What follows belongs to an exercise in optimizing a design on an open flow for small area; a production flow would make more cautious choices. The RTL was checked by simulation tests, not by an equivalence proof against the original design. The clock port is modelled as an ideal driver; clocking choices that lean on that would not hold on a real chip. No activity file was given, so power comes from the tool's default toggle rates.

<file path="flow/config.mk">
export PLATFORM = sky130hd
export DESIGN_NAME = avc_sps_header_parser
export DESIGN_NICKNAME = avc_sps_header_parser
export VERILOG_FILES = /design/flow/design.v
export SDC_FILE = /design/flow/constraint.sdc
export NUM_CORES = 4
export LEC_CHECK = 0
export CAP_MARGIN = 20
export CORE_MARGIN = 2
export CORE_UTILIZATION = 40
export SLEW_MARGIN = 20
</file>
<file path="flow/constraint.sdc">
create_clock -name core_clock -period 20.0 [get_ports {clk}]
set_input_delay 4.0000 -clock core_clock [delete_from_list [all_inputs] [get_ports {clk}]]
set_output_delay 4.0000 -clock core_clock [all_outputs]
set_load 0.01 [all_outputs]
</file>
<file path="flow/design.v">
module avc_sps_header_parser
(
    input  logic          clk,
    input  logic          rst_n,
    input  logic          in_valid,
    output logic          in_ready,
    input  logic [7:0]    in_data_byte,
    input  logic          in_last_byte,
    output logic          out_valid,
    input  logic          out_ready,
    output logic [2:0]    out_status,
    output logic [7:0]    out_profile,
    output logic [7:0]    out_compat,
    output logic [7:0]    out_level,
    output logic [2:0]    out_nal_length_size,
    output logic [7:0]    out_ref_frames,
    output logic [15:0]   out_pixel_width,
    output logic [15:0]   out_pixel_height
);
    localparam logic [2:0] STS_OK          = 3'd0;
    localparam logic [2:0] STS_NO_SPS      = 3'd1;
    localparam logic [2:0] STS_NOT_SPS_NAL = 3'd2;
    localparam logic [2:0] STS_TRUNC       = 3'd3;
    localparam logic [2:0] STS_SCALING     = 3'd4;
    localparam logic [2:0] STS_GOLOMB      = 3'd5;
    localparam logic [2:0] STS_BAD_SIZE    = 3'd6;
    localparam logic [4:0] S_HDR    = 5'd0;
    localparam logic [4:0] S_ID     = 5'd1;
    localparam logic [4:0] S_CHROMA = 5'd2;
    localparam logic [4:0] S_SEP    = 5'd3;
    localparam logic [4:0] S_DEPL   = 5'd4;
    localparam logic [4:0] S_DEPC   = 5'd5;
    localparam logic [4:0] S_BYP    = 5'd6;
    localparam logic [4:0] S_MATRIX = 5'd7;
    localparam logic [4:0] S_LISTS  = 5'd8;
    localparam logic [4:0] S_LOG2   = 5'd9;
    localparam logic [4:0] S_POC    = 5'd10;
    localparam logic [4:0] S_POC1   = 5'd11;
    localparam logic [4:0] S_DELTA0 = 5'd12;
    localparam logic [4:0] S_OFFNR  = 5'd13;
    localparam logic [4:0] S_OFFTB  = 5'd14;
    localparam logic [4:0] S_CYCLE  = 5'd15;
    localparam logic [4:0] S_SKIP   = 5'd16;    
    localparam logic [4:0] S_REF    = 5'd17;
    localparam logic [4:0] S_GAPS   = 5'd18;
    localparam logic [4:0] S_W      = 5'd19;
    localparam logic [4:0] S_H      = 5'd20;
    localparam logic [4:0] S_FMO    = 5'd21;
    localparam logic [4:0] S_MBAFF  = 5'd22;
    localparam logic [4:0] S_DIRECT = 5'd23;
    localparam logic [4:0] S_CROPF  = 5'd24;
    localparam logic [4:0] S_CL     = 5'd25;
    localparam logic [4:0] S_CR     = 5'd26;
    localparam logic [4:0] S_CT     = 5'd27;
    localparam logic [4:0] S_CB     = 5'd28;
    localparam logic [4:0] S_CHECK  = 5'd29;
    localparam logic [4:0] S_DONE   = 5'd30;
    localparam logic [4:0] S_FIN    = 5'd31;
    logic [4:0]  step, step_n;
    logic [4:0]  zc, zc_n;            
    logic        suffix, suffix_n;
    logic [2:0]  idx, idx_n;          
    logic [4:0]  slot;                
    logic        act;                 
    logic        c_reg, z_reg;        
    logic [1:0]  chroma, chroma_n;    
    logic        fsat, fsat_n;        
    logic [2:0]  status, status_n;
    logic        ov, ov_n;
    logic [7:0]  prof, compat, level;
    logic [2:0]  nal;
    logic [3:0]  rfe, rfo;            
    logic [18:0] we, wo, he, ho;      
    function automatic logic high_profile(input logic [7:0] p);
        case (p)
            8'd100, 8'd110, 8'd122, 8'd244, 8'd44, 8'd83, 8'd86, 8'd118: high_profile = 1'b1;
            default: high_profile = 1'b0;
        endcase
    endfunction
    logic is_ue, is_bitstep, hold, bit_in, slot0, slot_last, act_now, commit;
    logic zc0, lead, g_done, g_ovf;
    always_comb
    begin
        case (step)
            S_ID, S_CHROMA, S_DEPL, S_DEPC, S_LOG2, S_POC, S_POC1, S_OFFNR, S_OFFTB,
            S_CYCLE, S_SKIP, S_REF, S_W, S_H, S_CL, S_CR, S_CT, S_CB:
                is_ue = 1'b1;
            default:
                is_ue = 1'b0;
        endcase
    end
    assign is_bitstep = (step != S_HDR) && (step < S_CHECK);
    assign hold       = ov & ~out_ready;
    assign bit_in     = in_data_byte[~idx];
    assign slot0      = (slot == 5'd0);
    assign slot_last  = (slot == 5'd18);
    assign act_now    = slot0 ? ((is_bitstep & in_valid) | (step == S_CHECK) | (step == S_FIN))
                              : act;
    assign commit     = act_now & slot_last & is_bitstep;
    assign zc0    = (zc == 5'd0);
    assign lead   = ~suffix & bit_in;
    assign g_done = zc0 & (suffix | bit_in);
    assign g_ovf  = ~suffix & ~bit_in & (zc == 5'd31);
    logic       op_on_b, op_load, op_sub, op_dbl, y_en, p0, sel_h, xfer;
    logic [5:0] pos;
    logic [1:0] shw, shh, off;
    assign shw = ((chroma == 2'd1) || (chroma == 2'd2)) ? 2'd1 : 2'd0;
    assign shh = {1'b0, (chroma == 2'd1)} + {1'b0, ~fsat};
    always_comb
    begin
        op_on_b = 1'b0;
        op_load = 1'b0;
        op_sub  = 1'b0;
        op_dbl  = 1'b0;
        y_en    = 1'b1;
        p0      = 1'b0;
        sel_h   = 1'b1;
        xfer    = 1'b0;
        off     = 2'd0;
        case (step)
            S_POC:
            begin
                op_on_b = lead & (zc != 5'd1);
                op_load = 1'b1;
                p0      = 1'b1;
            end
            S_REF:
            begin
                sel_h = 1'b0;
                if (lead)
                begin
                    op_on_b = 1'b1;
                    op_load = 1'b1;
                    y_en    = ~zc0;
                    xfer    = zc0;
                end
                else if (suffix)
                begin
                    op_on_b = 1'b1;
                    y_en    = zc0 ? ~bit_in : bit_in;
                    op_sub  = zc0;
                    xfer    = zc0;
                end
            end
            S_CYCLE:
            begin
                if (lead)
                begin
                    op_on_b = ~zc0;
                    op_load = 1'b1;
                end
                else if (suffix)
                begin
                    op_on_b = 1'b1;
                    y_en    = zc0 ? ~bit_in : bit_in;
                    op_sub  = zc0;
                end
            end
            S_SKIP:
            begin
                op_on_b = g_done;
                op_sub  = 1'b1;
            end
            S_W, S_H:
            begin
                sel_h   = step[2];
                off     = 2'd3;
                op_on_b = bit_in;
                op_load = lead;
            end
            S_FMO:
            begin
                op_on_b = ~bit_in;
                op_dbl  = 1'b1;
            end
            S_CL, S_CR, S_CT, S_CB:
            begin
                sel_h = (step == S_CT) || (step == S_CB);
                off   = sel_h ? shh : shw;
                if (suffix & zc0)
                    op_on_b = ~bit_in;
                else
                begin
                    op_on_b = bit_in & ~zc0;
                    op_sub  = 1'b1;
                end
            end
            default: ;
        endcase
        pos = {1'b0, zc & {5{~p0}}} + ((off == 2'd3) ? 6'd4 : {4'd0, off});
    end
    logic [1:0] rw, rh, r, ypat, y, res;
    logic       cin, op_on, fin_zero, ref_shift;
    logic [2:0] sum;
    logic [1:0] wd_w, wd_h;
    logic       z_out, fw_in, fh_in, fw_n, fh_n, low;
    assign rw   = {wo[18], we[18]};
    assign rh   = {ho[18], he[18]};
    assign r    = sel_h ? rh : rw;
    assign ypat = {2{y_en & (slot == pos[5:1])}} & {pos[0], ~pos[0]};
    assign y    = op_dbl ? r : (ypat ^ {2{op_sub}});
    assign cin  = slot0 ? op_sub : c_reg;
    assign sum  = {1'b0, r} + {1'b0, y} + {2'b00, cin};
    assign res  = op_load ? ypat : sum[1:0];
    assign op_on     = act_now & is_bitstep & op_on_b;
    assign fin_zero  = act_now & (step == S_FIN) & (slot < 5'd8) & (status != STS_OK);
    assign wd_w      = fin_zero ? 2'b00 : (op_on & ~sel_h) ? res : rw;
    assign wd_h      = fin_zero ? 2'b00 : (op_on &  sel_h) ? res : rh;
    assign ref_shift = (slot < 5'd4) & ((op_on & xfer) | fin_zero);
    assign z_out = (slot0 | z_reg) & (res == 2'b00);
    assign low   = (slot < 5'd8);
    assign fw_in = ~slot0 & z_reg;
    assign fh_in = ~slot0 & c_reg;
    assign fw_n  = low ? (fw_in | (rw != 2'b00)) : (fw_in & (rw == 2'b00));
    assign fh_n  = low ? (fh_in | (rh != 2'b00)) : (fh_in & (rh == 2'b00));
    logic acc, clr_hdr, ld_prof, ld_compat, ld_level, ld_nal;
    always_comb
    begin
        step_n    = step;
        zc_n      = zc;
        suffix_n  = suffix;
        idx_n     = idx;
        status_n  = status;
        chroma_n  = chroma;
        fsat_n    = fsat;
        ov_n      = ov & ~out_ready;
        acc       = 1'b0;
        clr_hdr   = 1'b0;
        ld_prof   = 1'b0;
        ld_compat = 1'b0;
        ld_level  = 1'b0;
        ld_nal    = 1'b0;
        case (step)
            S_HDR:
            begin
                acc = ~hold;
                if (acc & in_valid)
                begin
                    zc_n = zc + 5'd1;
                    case (zc)
                        5'd0:
                        begin
                            clr_hdr  = 1'b1;
                            status_n = STS_TRUNC;
                        end
                        5'd1: ld_prof   = 1'b1;
                        5'd2: ld_compat = 1'b1;
                        5'd3: ld_level  = 1'b1;
                        5'd4: ld_nal    = 1'b1;
                        5'd5:
                            if (in_data_byte[4:0] == 5'd0)
                            begin
                                status_n = STS_NO_SPS;
                                step_n   = S_DONE;
                            end
                        5'd8:
                            if (in_data_byte != 8'h67)
                            begin
                                status_n = STS_NOT_SPS_NAL;
                                step_n   = S_DONE;
                            end
                        5'd9: chroma_n = {1'b0, ~high_profile(in_data_byte)};
                        5'd11:
                        begin
                            step_n   = S_ID;
                            zc_n     = 5'd0;
                            suffix_n = 1'b0;
                        end
                        default: ;
                    endcase
                end
            end
            S_DONE:
            begin
                acc = 1'b1;
                if (in_valid)
                    idx_n = 3'd0;
            end
            S_CHECK:
            begin
                if (act_now & slot_last)
                begin
                    status_n = (fw_n & fh_n) ? STS_OK : STS_BAD_SIZE;
                    step_n   = S_DONE;
                end
            end
            S_FIN:
            begin
                if (act_now & (slot == 5'd7))
                begin
                    ov_n   = 1'b1;
                    step_n = S_HDR;
                    zc_n   = 5'd0;
                end
            end
            default:
            begin
                if (commit)
                begin
                    if (is_ue)
                    begin
                        if (~suffix)
                        begin
                            if (~bit_in)
                                zc_n = zc + 5'd1;
                            else if (~zc0)
                            begin
                                zc_n     = zc - 5'd1;
                                suffix_n = 1'b1;
                            end
                        end
                        else
                        begin
                            if (~zc0)
                                zc_n = zc - 5'd1;
                            else
                                suffix_n = 1'b0;
                        end
                        if (g_done)
                            step_n = step + 5'd1;
                    end
                    else
                        step_n = step + 5'd1;
                    case (step)
                        S_ID:     if (chroma[0] & g_done) step_n = S_LOG2;
                        S_CHROMA:
                        begin
                            if (lead)
                                chroma_n = (zc == 5'd0) ? 2'd0 :
                                           (zc == 5'd1) ? 2'd2 :
                                           (zc == 5'd2) ? 2'd3 : 2'd1;
                            else if (((chroma == 2'd3) & bit_in) | ((chroma == 2'd2) & ~bit_in))
                                chroma_n = 2'd1;
                            if (g_done & (chroma_n != 2'd3))
                                step_n = S_DEPL;
                        end
                        S_MATRIX: if (~bit_in) step_n = S_LOG2;
                        S_LISTS:
                        begin
                            if (bit_in)
                            begin
                                status_n = STS_SCALING;
                                step_n   = S_DONE;
                            end
                            else if (zc == {1'b0, &chroma, ~&chroma, 2'b11})
                                zc_n = 5'd0;
                            else
                            begin
                                zc_n   = zc + 5'd1;
                                step_n = step;
                            end
                        end
                        S_POC:
                            if (lead)
                                step_n = (zc == 5'd1) ? S_POC1 : S_SKIP;
                        S_POC1:   if (bit_in) step_n = S_REF;
                        S_CYCLE:  if (lead & zc0) step_n = S_REF;
                        S_SKIP:   if (~z_out) step_n = step;
                        S_REF:    if (lead) fsat_n = ~zc0 & (zc[4:3] != 2'b00);
                        S_FMO:
                        begin
                            fsat_n = bit_in;
                            if (bit_in)
                                step_n = S_DIRECT;
                        end
                        S_CROPF:  if (~bit_in) step_n = S_CHECK;
                        default: ;
                    endcase
                    if (is_ue & g_ovf)
                    begin
                        status_n = STS_GOLOMB;
                        step_n   = S_DONE;
                    end
                    idx_n = idx + 3'd1;
                    acc   = (idx == 3'd7) &
                            ~(((step == S_CROPF) & ~bit_in) | ((step == S_CB) & g_done));
                end
            end
        endcase
        if (acc & in_valid & in_last_byte)
            step_n = S_FIN;
    end
    assign in_ready = acc;
    always_ff @(posedge clk or negedge rst_n)
    begin
        if (!rst_n)
        begin
            step   <= S_HDR;
            zc     <= 5'd0;
            idx    <= 3'd0;
            slot   <= 5'd0;
            ov     <= 1'b0;
        end
        else
        begin
            step   <= step_n;
            zc     <= zc_n;
            idx    <= idx_n;
            slot   <= slot_last ? 5'd0 : slot + 5'd1;
            ov     <= ov_n;
        end
    end
    always_ff @(posedge clk)
    begin
        suffix <= suffix_n;
        status <= status_n;
        chroma <= chroma_n;
        fsat   <= fsat_n;
        act    <= act_now & ~((step == S_FIN) & (slot == 5'd7));
        c_reg  <= (step == S_CHECK) ? fh_n : sum[2];
        z_reg  <= (step == S_CHECK) ? fw_n : z_out;
    end
    logic [7:0] hdr_d;
    assign hdr_d = clr_hdr ? 8'd0 : in_data_byte;
    always_ff @(posedge clk)
    begin
        if (clr_hdr | ld_prof)
            prof <= hdr_d;
        if (clr_hdr | ld_compat)
            compat <= hdr_d;
        if (clr_hdr | ld_level)
            level <= hdr_d;
        if (clr_hdr | ld_nal)
            nal <= clr_hdr ? 3'd0 : ({1'b0, in_data_byte[1:0]} + 3'd1);
        if (ref_shift)
        begin
            rfe <= {rfe[2:0], ~fin_zero & (res[0] | (fsat & suffix))};
            rfo <= {rfo[2:0], ~fin_zero & (res[1] | (fsat & suffix))};
        end
    end
    always_ff @(posedge clk)
    begin
        if (!ov)
        begin
            we[7:0] <= {we[6:0], wd_w[0]};
            wo[7:0] <= {wo[6:0], wd_w[1]};
            he[7:0] <= {he[6:0], wd_h[0]};
            ho[7:0] <= {ho[6:0], wd_h[1]};
        end
        we[18:8] <= we[17:7];
        wo[18:8] <= wo[17:7];
        he[18:8] <= he[17:7];
        ho[18:8] <= ho[17:7];
    end
    assign out_valid           = ov;
    assign out_status          = status;
    assign out_profile         = prof;
    assign out_compat          = compat;
    assign out_level           = level;
    assign out_nal_length_size = nal;
    genvar m;
    generate
        for (m = 0; m < 4; m++)
        begin : g_ref
            assign out_ref_frames[2*m]     = rfe[3-m];
            assign out_ref_frames[2*m + 1] = rfo[3-m];
        end
        for (m = 0; m < 8; m++)
        begin : g_size
            assign out_pixel_width[2*m]      = we[7-m];
            assign out_pixel_width[2*m + 1]  = wo[7-m];
            assign out_pixel_height[2*m]     = he[7-m];
            assign out_pixel_height[2*m + 1] = ho[7-m];
        end
    endgenerate
endmodule
</file>
<file path="flow/flow/run.sh">
#!/bin/bash
# Own layout flow: the standard flow (standard.sh) with three changes.
# 1. Synthesis is the standard flow's own synthesis script, except that ABC optimises
#    and maps the logic for area (flow/area.abc: deepsyn, then amap area mapping;
#    no delay target, no buffering or gate upsizing); registers and their
#    names are untouched, since ABC runs after the flip-flops are mapped.
#    Adders are not mapped to half / full adder cells first, so ABC optimises
#    them with the rest of the logic.
# 2. The port buffers that global placement adds use the smallest buffer,
#    sky130_fd_sc_hd__buf_1, instead of the cell buffer_ports picks itself.
# 3. Clock tree synthesis uses clkbuf_4 and inserts no dummy loads; clock
#    buffers that drive 11 or more clock pins then become clkbuf_8.
# Every tool's output goes to logs in this folder (run_*.log) and to ORFS's
# own logs under orfs/logs.
set -euo pipefail
W=$(pwd)

SYN=$(grep -o 'SYNTH_SCRIPT=[^ ]*' standard.sh | head -1 | cut -d= -f2-)
SYN=${SYN//\'/}
cat > "$W/area_synth.tcl" <<EOT
# ABC with flow/area.abc and without -constr / -D: area-oriented mapping
proc abc {args} {
  set keep {}
  set skip 0
  foreach a \$args {
    if {\$skip} { set skip 0; continue }
    if {\$a in {-script -constr -D}} { set skip 1; continue }
    lappend keep \$a
  }
  set keep [concat [list -script $W/flow/area.abc] \$keep]
  puts "area_synth abc: \$keep"
  yosys abc {*}\$keep
}
# adders go to ABC as plain logic instead of fixed half / full adder cells
set ::env(ADDER_MAP_FILE) ""
source $SYN
EOT

sed "s#SYNTH_SCRIPT=[^ ]*#SYNTH_SCRIPT=$W/area_synth.tcl#" standard.sh > "$W/area_standard.sh"
cp standard.sh run_standard_orig.sh.txt

export BUFFER_PORTS_ARGS="-buffer_cell sky130_fd_sc_hd__buf_1"
# clock tree: small clock buffers and no dummy loads
export CTS_ARGS="-sink_clustering_enable -repair_clock_nets -dont_use_dummy_load -buf_list sky130_fd_sc_hd__clkbuf_4"
# a clock buffer with a large fanout is upsized after CTS (flow/post_cts.tcl)
export POST_CTS_TCL="$W/flow/post_cts.tcl"
bash "$W/area_standard.sh" > "$W/run_make.log" 2>&1 || { tail -50 "$W/run_make.log"; exit 1; }
tail -5 "$W/run_make.log"
test -f "$W/out/final.def"
</file>
<file path="flow/flow/area.abc">
strash
&get -n
&deepsyn -T 60
&put
dch -f
amap
topo
</file>
<file path="flow/flow/post_cts.tcl">
set n_up 0
foreach inst [[ord::get_db_block] getInsts] {
  if {[[$inst getMaster] getName] ne "sky130_fd_sc_hd__clkbuf_4"} { continue }
  foreach it [$inst getITerms] {
    if {![$it isOutputSignal]} { continue }
    set net [$it getNet]
    if {$net eq "NULL"} { continue }
    set fanout [expr {[llength [$net getITerms]] - 1}]
    if {$fanout >= 11} {
      replace_cell [get_cells [$inst getName]] sky130_fd_sc_hd__clkbuf_8
      incr n_up
    }
  }
}
puts "post_cts: $n_up clock buffers upsized to clkbuf_8"
if {$n_up > 0} {
  detailed_placement
  check_placement -verbose
}
</file>
<file path="flow/standard.sh">
#!/bin/bash
# synth_recipe.tcl (not shown) runs the flow's synth.tcl, then flattens the netlist and writes it again
# the make line also repeats each setting of config.mk as NAME=value (left out here)
make -C /OpenROAD-flow-scripts/flow DESIGN_CONFIG=/design/flow/config.mk WORK_HOME=/design/flow/orfs CLKGATE_MAP_FILE= SYNTH_SCRIPT=/design/flow/synth_recipe.tcl "${@:-finish}"
</file>
==> qor.txt, run 1 <==
Synth cell count leaders: nor2_1 (104), edfxtp_1 (74), clkinv_1 (64), dfxtp_1 (47), buf_4 (32)
Worst-Margin Slew: 877.0 ps
Max VDD drop: 0.02810 mV
Worst r2r path cells: 35
Clk sinks: 140
Syn Inst Count: 559
First-pass GRT wire length: 23430 um
Clock slew seen by the registers of the worst setup and hold paths: 100 ps
NumNets Final: 647
CTS tree: done
Seq/Total Area, Yosys: 0.6256
Multi-input gate area: 0.001697 mm2
Vias in the first global route: 4337
PD cells: 82.44 mW/mm2
Startpoint Class: input pin
Synth top area cells: edfxtp_1 (38%), dfxtp_1 (16%), dfrtp_1 (8.2%)
Min Tclk post-route: 10780 ps
N_diodes: 0
Mapped cell area: 0.005816 mm2
Die width: 124.6 um
CP required: 16000 ps
Relative slew slack: 0.4132
Setup Skew: 44.06 ps
Initial antenna violation count: 0
# fillers: 1394
GR Overflow Total: 0
Hold crit path type: flip-flop to flip-flop
Asr flop ratio synth: 0.1357
Clock latency (worst-skew pair): 430 ps
Status: complete, no violations
Share of layout cells above drive strength 1: 0.03323
Setup crit end kind: output port
Final setup viols: 0
Max Cap Viol: 0
Initial core utilization: 0.4047
Initial DRC Count: 284
HPWL after detailed placement: 11040 um
Via-to-Cell Ratio: 5.463
Chip height: 124.6 um
Final GP Congestion: 0.9198
Critical path type: input pin to output port
Synth area leader: edfxtp_1
Num rows: 44
Share of the synthesized area in the top cell type: 0.3821
Slew Limit Fails: 0
Primary FF master, synth: edfxtp_1
EDFF count, synth: 74
DR pass1 iterations: 5
Area of the core: 0.01437 mm2
Seq. cell area: 0.003638 mm2
Die footprint: 0.01552 mm2
Wire per inst: 18.19 um
TNS Setup: 0 ps
Area delta synth->final: 8.498%
Final Hold Fails: 0
IO Count: 85
Most frequent cell after synthesis: nor2_1
Hold slack final: 313.1 ps
Syn Nets: 572
Critical Path AT: 6780 ps
Yosys reg bits: 140
Crit Path Max Fanout: 10
GRT Total Usage: 0.1932
Setup repair after global routing missed its margin: false
Post-route ant nets: 0
Drt total wl: 14840 um
P_leak: 2.176 nW
Crit share post-route: 0.5392
Drt drc: 0
Vias post-DR: 4458
Hold Crit Depth: 0
F_max: 0.09273 GHz
Syn avg cell area: 10.40 um2
Warnings from Yosys: 1
IO buf count: 84
Synth cell types: 44
Pin count of the biggest net entering global routing: 34
power breakdown:
part	switching, mW	internal (mW)	leakage (nW)
logic	0.0450	0.0205	0.760
registers	0.00773	0.314	1.33
clock network	0.0824	0.0501	0.0912
cells by family after synthesis:
group                     synth area share
DFF                                 0.6256
xor gates and xnor gates          0.004519
and+or+nand+nor                     0.1493
buffers and inverters              0.08262
AOI/OAI and AO/OA                   0.1379
through the flow:
step | area, um2 | instances | total power, mW | util | setup slack (ps)
2_1_floorplan | 5816 | 559 | 0.3743 | - | 10110
3_3_place_gp | 6151 | 799 | 0.3921 | 0.4281 | 9336
3_5_place_dp | 6151 | 799 | 0.3922 | 0.4281 | 9255
5_1_grt | 6310 | 816 | 0.5466 | 0.4391 | 8974
6_report | 6310 | 816 | 0.5202 | 0.4391 | 9216
cell usage in the layout (no fill, tap or decap), types with 4 or more instances in the layout:
cell type	instances
nor2_1	104
buf_1	84
edfxtp_1	74
clkinv_1	64
dfxtp_1	47
nor3_1	27
nand2_1	27
o21ai_0	26
a21oi_1	21
dfrtp_1	19
nand3_1	17
a31oi_1	14
clkbuf_4	12
o22ai_1	9
o21a_1	8
o211ai_1	5
or2_0	5
clkbuf_8	5
a221oi_1	4
nor4_1	4
nor2b_1	4
a211oi_1	4
a22oi_1	4
buf_4	4
worst paths after layout:
kind                                  from  endpoint  slack, ps
max                        in_data_byte[2]  in_ready       9220
min                                 we[16]    we[17]        310
max reg2reg                        step[2]   step[4]      12360
min reg2reg                         we[16]    we[17]        310
max in group asynchronous            rst_n    idx[0]      16220
min in group asynchronous            rst_n    idx[2]       3510
area by class of cell:
class | count | share of cell area
flip-flops and latches | 140 | 0.5766
well taps | 184 | 0.03649
multi-input cells | 323 | 0.2689
inverters | 64 | 0.03807
repair buffers | 88 | 0.05473
clock buffers | 17 | 0.02518
critical path, cell delays in order:
cell and delay, ps:
buf_1 130, a221oi_1 300, a21oi_1 70, o22ai_1 660
clkinv_1 550, or4_1 640, a32o_1 290, buf_1 130
metal layers:
layer / track usage / vias to the layer above / share of wire
li1: - / 2119 / -
met1: 0.2602 / 2156 / 0.46
met2: 0.3025 / 169 / 0.47
met3: 0.05627 / 14 / 0.060
met4: 0.06081 / 0 / 0.0088
met5: 0 / - / 0
==> run 2, diff against run 1 <==
--- a/flow/design.v
+++ b/flow/design.v
@@ -78,4 +78,36 @@
         endcase
     endfunction
+    function automatic logic [4:0] next_step(input logic [4:0] s);
+        case (s)
+            S_ID:     next_step = S_CHROMA;
+            S_CHROMA: next_step = S_SEP;
+            S_SEP:    next_step = S_DEPL;
+            S_DEPL:   next_step = S_DEPC;
+            S_DEPC:   next_step = S_BYP;
+            S_BYP:    next_step = S_MATRIX;
+            S_MATRIX: next_step = S_LISTS;
+            S_LISTS:  next_step = S_LOG2;
+            S_LOG2:   next_step = S_POC;
+            S_POC:    next_step = S_POC1;
+            S_POC1:   next_step = S_DELTA0;
+            S_DELTA0: next_step = S_OFFNR;
+            S_OFFNR:  next_step = S_OFFTB;
+            S_OFFTB:  next_step = S_CYCLE;
+            S_CYCLE:  next_step = S_SKIP;
+            S_SKIP:   next_step = S_REF;
+            S_REF:    next_step = S_GAPS;
+            S_GAPS:   next_step = S_W;
+            S_W:      next_step = S_H;
+            S_H:      next_step = S_FMO;
+            S_FMO:    next_step = S_MBAFF;
+            S_MBAFF:  next_step = S_DIRECT;
+            S_DIRECT: next_step = S_CROPF;
+            S_CROPF:  next_step = S_CL;
+            S_CL:     next_step = S_CR;
+            S_CR:     next_step = S_CT;
+            S_CT:     next_step = S_CB;
+            default:  next_step = S_CHECK;
+        endcase
+    endfunction
     logic is_ue, is_bitstep, hold, bit_in, slot0, slot_last, act_now, commit;
     logic zc0, lead, g_done, g_ovf;
@@ -90,5 +122,11 @@
         endcase
     end
-    assign is_bitstep = (step != S_HDR) && (step < S_CHECK);
+    always_comb
+    begin
+        case (step)
+            S_HDR, S_CHECK, S_DONE, S_FIN: is_bitstep = 1'b0;
+            default:                       is_bitstep = 1'b1;
+        endcase
+    end
     assign hold       = ov & ~out_ready;
     assign bit_in     = in_data_byte[~idx];
@@ -164,5 +202,5 @@
             S_W, S_H:
             begin
-                sel_h   = step[2];
+                sel_h   = (step == S_H);
                 off     = 2'd3;
                 op_on_b = bit_in;
@@ -318,8 +356,8 @@
                         end
                         if (g_done)
-                            step_n = step + 5'd1;
+                            step_n = next_step(step);
                     end
                     else
-                        step_n = step + 5'd1;
+                        step_n = next_step(step);
                     case (step)
                         S_ID:     if (chroma[0] & g_done) step_n = S_LOG2;
==> run 2 against run 1 <==
  * Non-clock buffer count is 1 lower
  * Count of clock-buffer cells in the layout stayed put
  * Highest routed layer unchanged
  * Critical path type unchanged
  * Final cell count is 0.61% lower
  * Still clean on timing, DRC and antenna
  * Worst setup slack better by 870 ps
  * Wire length is 3.9% lower
  * Register-to-register slack better by 930 ps
  * Largest power group unchanged
==> qor.txt, run 2 <==
Clk sinks: 140
WL met2: 6315 um
Primary FF master, synth: edfxtp_1
Vias post-DR: 4462
F_max: 0.1009 GHz
Clock latency (worst-skew pair): 420 ps
GR Overflow Total: 0
Max Cap Viol: 0
Max VDD drop: 0.07484 mV
Relative slew slack: 0.4374
TNS Setup: 0 ps
Startpoint Class: input pin
Setup crit end: in_ready
Final GP Congestion: 0.9532
Hold slack final: 312.5 ps
N_diodes: 0
Mapped cell area: 0.005788 mm2
Yosys reg bits: 140
P_leak: 2.114 nW
R2r endpoint: step[4]
Synth top area cells: edfxtp_1 (38%), dfxtp_1 (16%), dfrtp_1 (8.2%)
Asr flop ratio synth: 0.1357
CTS tree: done
Highest-count cells in the layout ignoring fill and taps: nor2_1 (108), buf_1 (84), edfxtp_1 (74), clkinv_1 (73), dfxtp_1 (47)
Hold crit path type: flip-flop to flip-flop
Initial DRC Count: 397
Wire per inst: 17.59 um
Share of layout cells above drive strength 1: 0.03170
Worst-Margin Slew: 822.6 ps
Drt total wl: 14270 um
Highest Signal Layer: met4
Chip height: 124.3 um
Syn Inst Count: 559
Synth cell count leaders: nor2_1 (108), edfxtp_1 (74), clkinv_1 (73), dfxtp_1 (47), buf_4 (32)
NumNets Final: 646
Post-route ant nets: 0
Min Tclk post-route: 9912 ps
Status: complete, no violations
Setup Skew: 35.40 ps
Die width: 124.3 um
Critical path type: input pin to output port
Worst r2r path cells: 27
Initial core utilization: 0.4138
Seq/Total Area, Yosys: 0.6286
Via-to-Cell Ratio: 5.502
Clock slew seen by the registers of the worst setup and hold paths: 90 ps
Syn avg cell area: 10.35 um2
Warnings from Yosys: 1
IO buf count: 84
Vias in the first global route: 4264
Area delta synth->final: 8.322%
EDFF count, synth: 74
Worst Setup SP: in_data_byte[0]
Most frequent cell after synthesis: nor2_1
Critical R2R Launch: step[4]
IO Count: 85
Final Hold Fails: 0
GRT Total Usage: 0.1856
Crit path max-delay cell type: o311ai_0
Critical Path AT: 5910 ps
Initial antenna violation count: 0
Synth cell types: 40
Share of the synthesized area in the top cell type: 0.3839
Internal reg-to-reg setup slack: 13290 ps
Crit Path Max Fanout: 11
HPWL after detailed placement: 10680 um
Met1 Wirelength: 6673 um
Met3 routed WL: 1033 um
PD cells: 140.7 mW/mm2
Setup crit end kind: output port
Crit-path cells: buf_1, clkinv_1, o22ai_1, a21oi_1, o22ai_1, buf_4, nor3_1, a32o_1, o311ai_0, buf_1
Die footprint: 0.01545 mm2
Syn Nets: 572
Num rows: 43
Synth area leader: edfxtp_1
CP required: 16000 ps
Most common cell after layout, fill and taps aside: nor2_1
Final setup viols: 0
Drt drc: 0
Pin count of the biggest net entering global routing: 34
Crit share post-route: 0.4956
CP max stage delay: 400 ps
First-pass GRT wire length: 22630 um
DR pass1 iterations: 5
Area of the core: 0.01399 mm2
Slew Limit Fails: 0
Setup repair after global routing missed its margin: false
==> run 2: cell count changes after synthesis, moves of 4 or more <==
| cell | delta |
|---|---|
| a21oi_1 | -5 |
| clkinv_1 | +9 |
| nand2_1 | -4 |
| nor2_1 | +4 |
| o21a_1 | -5 |
| o22ai_1 | +4 |
| o32ai_1 | +7 |
==> run 2: worst max-delay path: cells and delay by family <==
kind | cells | cell delay [ps]
buffers and inverters | 4 | 820
AND/OR/NAND/NOR | 1 | 80
AO/OA/AOI/OAI | 5 | 1000
==> run 2: layer usage <==
| layer | vias up | global-route usage |
|---|---|---|
| li1 | 2117 | - |
| met1 | 2130 | 0.2599 |
| met2 | 190 | 0.2768 |
| met3 | 25 | 0.05541 |
| met4 | 0 | 0.06081 |
| met5 | - | 0 |
==> run 2: worst min path at each step <==
| stage | start | depth (start not counted) | slack, ps | endpoint |
|---|---|---|---|---|
| after global routing | we[14] | 0 | 310 | we[15] |
| after global placement | he[17] | 0 | 310 | he[18] |
| after floorplan | he[9] | 0 | 310 | he[10] |
| final | we[14] | 0 | 310 | we[15] |
| after detailed placement | ho[14] | 0 | 310 | ho[15] |
==> run 2: metrics by stage <==
| stage | total power, mW | utilization | cells | area [um2] | setup WS [ps] |
|---|---|---|---|---|---|
| floorplan | 0.6734 | - | 559 | 5788 | 10190 |
| global route | 0.9420 | 0.4482 | 811 | 6270 | 9830 |
| detailed placement | 0.7474 | 0.4369 | 794 | 6111 | 10080 |
| finish | 0.8823 | 0.4482 | 811 | 6270 | 10090 |
| global placement | 0.7466 | 0.4369 | 794 | 6111 | 10140 |
==> run 2: power by group <==
group / internal, mW / total [mW] / switching [mW] / leakage [nW]
Combinational: 0.0961 / 0.310 / 0.214 / 0.720
Clock: 0.0501 / 0.135 / 0.0845 / 0.0912
Sequential: 0.391 / 0.438 / 0.0471 / 1.30
Total: 0.537 / 0.882 / 0.345 / 2.11
==> run 2: cell families (layout without fill, tap and decap cells) <==
| family | after synthesis | in the layout | share of synthesized area |
|---|---|---|---|
| AND/OR/NAND/NOR | 198 | 198 | 0.1481 |
| flip-flops | 140 | 140 | 0.6286 |
| AO/OA/AOI/OAI | 116 | 116 | 0.1345 |
| buffers and inverters | 105 | 177 | 0.08885 |
==> run 2: final cells by class <==
class | instances | area, um2
clock buffers | 17 | 158.9
fillers | 1362 | 7719
inverters | 73 | 274.0
multi-input cells | 314 | 1635
flip-flops and latches | 140 | 3638
well taps | 180 | 225.2
repair buffers | 87 | 337.8

## re-timing with driven ports
Ports are ideal in the flow. The routed layouts listed here were re-timed in OpenROAD.
Step 1, drivers: a clkbuf_16 drives clk and a buf_2 each remaining input, both assumed.
Step 2 also shifts input and output timing later by t, the mid clock arrival at the registers, as if the neighbouring blocks saw the same clock.
a / b / c = ideal ports / drivers / drivers and shift; a / b = the first two.
run	t (ns)	setup WS [ns]	latest minus earliest clock arrival (ns)	worst register clock-pin slew, ns
run 1	0.445	9.216 / 9.196 / 9.196	0.045 / 0.045	0.11 / 0.11
run 2	0.435	10.088 / 10.067 / 10.067	0.038 / 0.038	0.10 / 0.10
After both steps setup and hold are still met in every run listed. For run 2, which loses most, drivers alone change the setup slack by -0.021 ns; drivers and shift together by -0.021 ns.
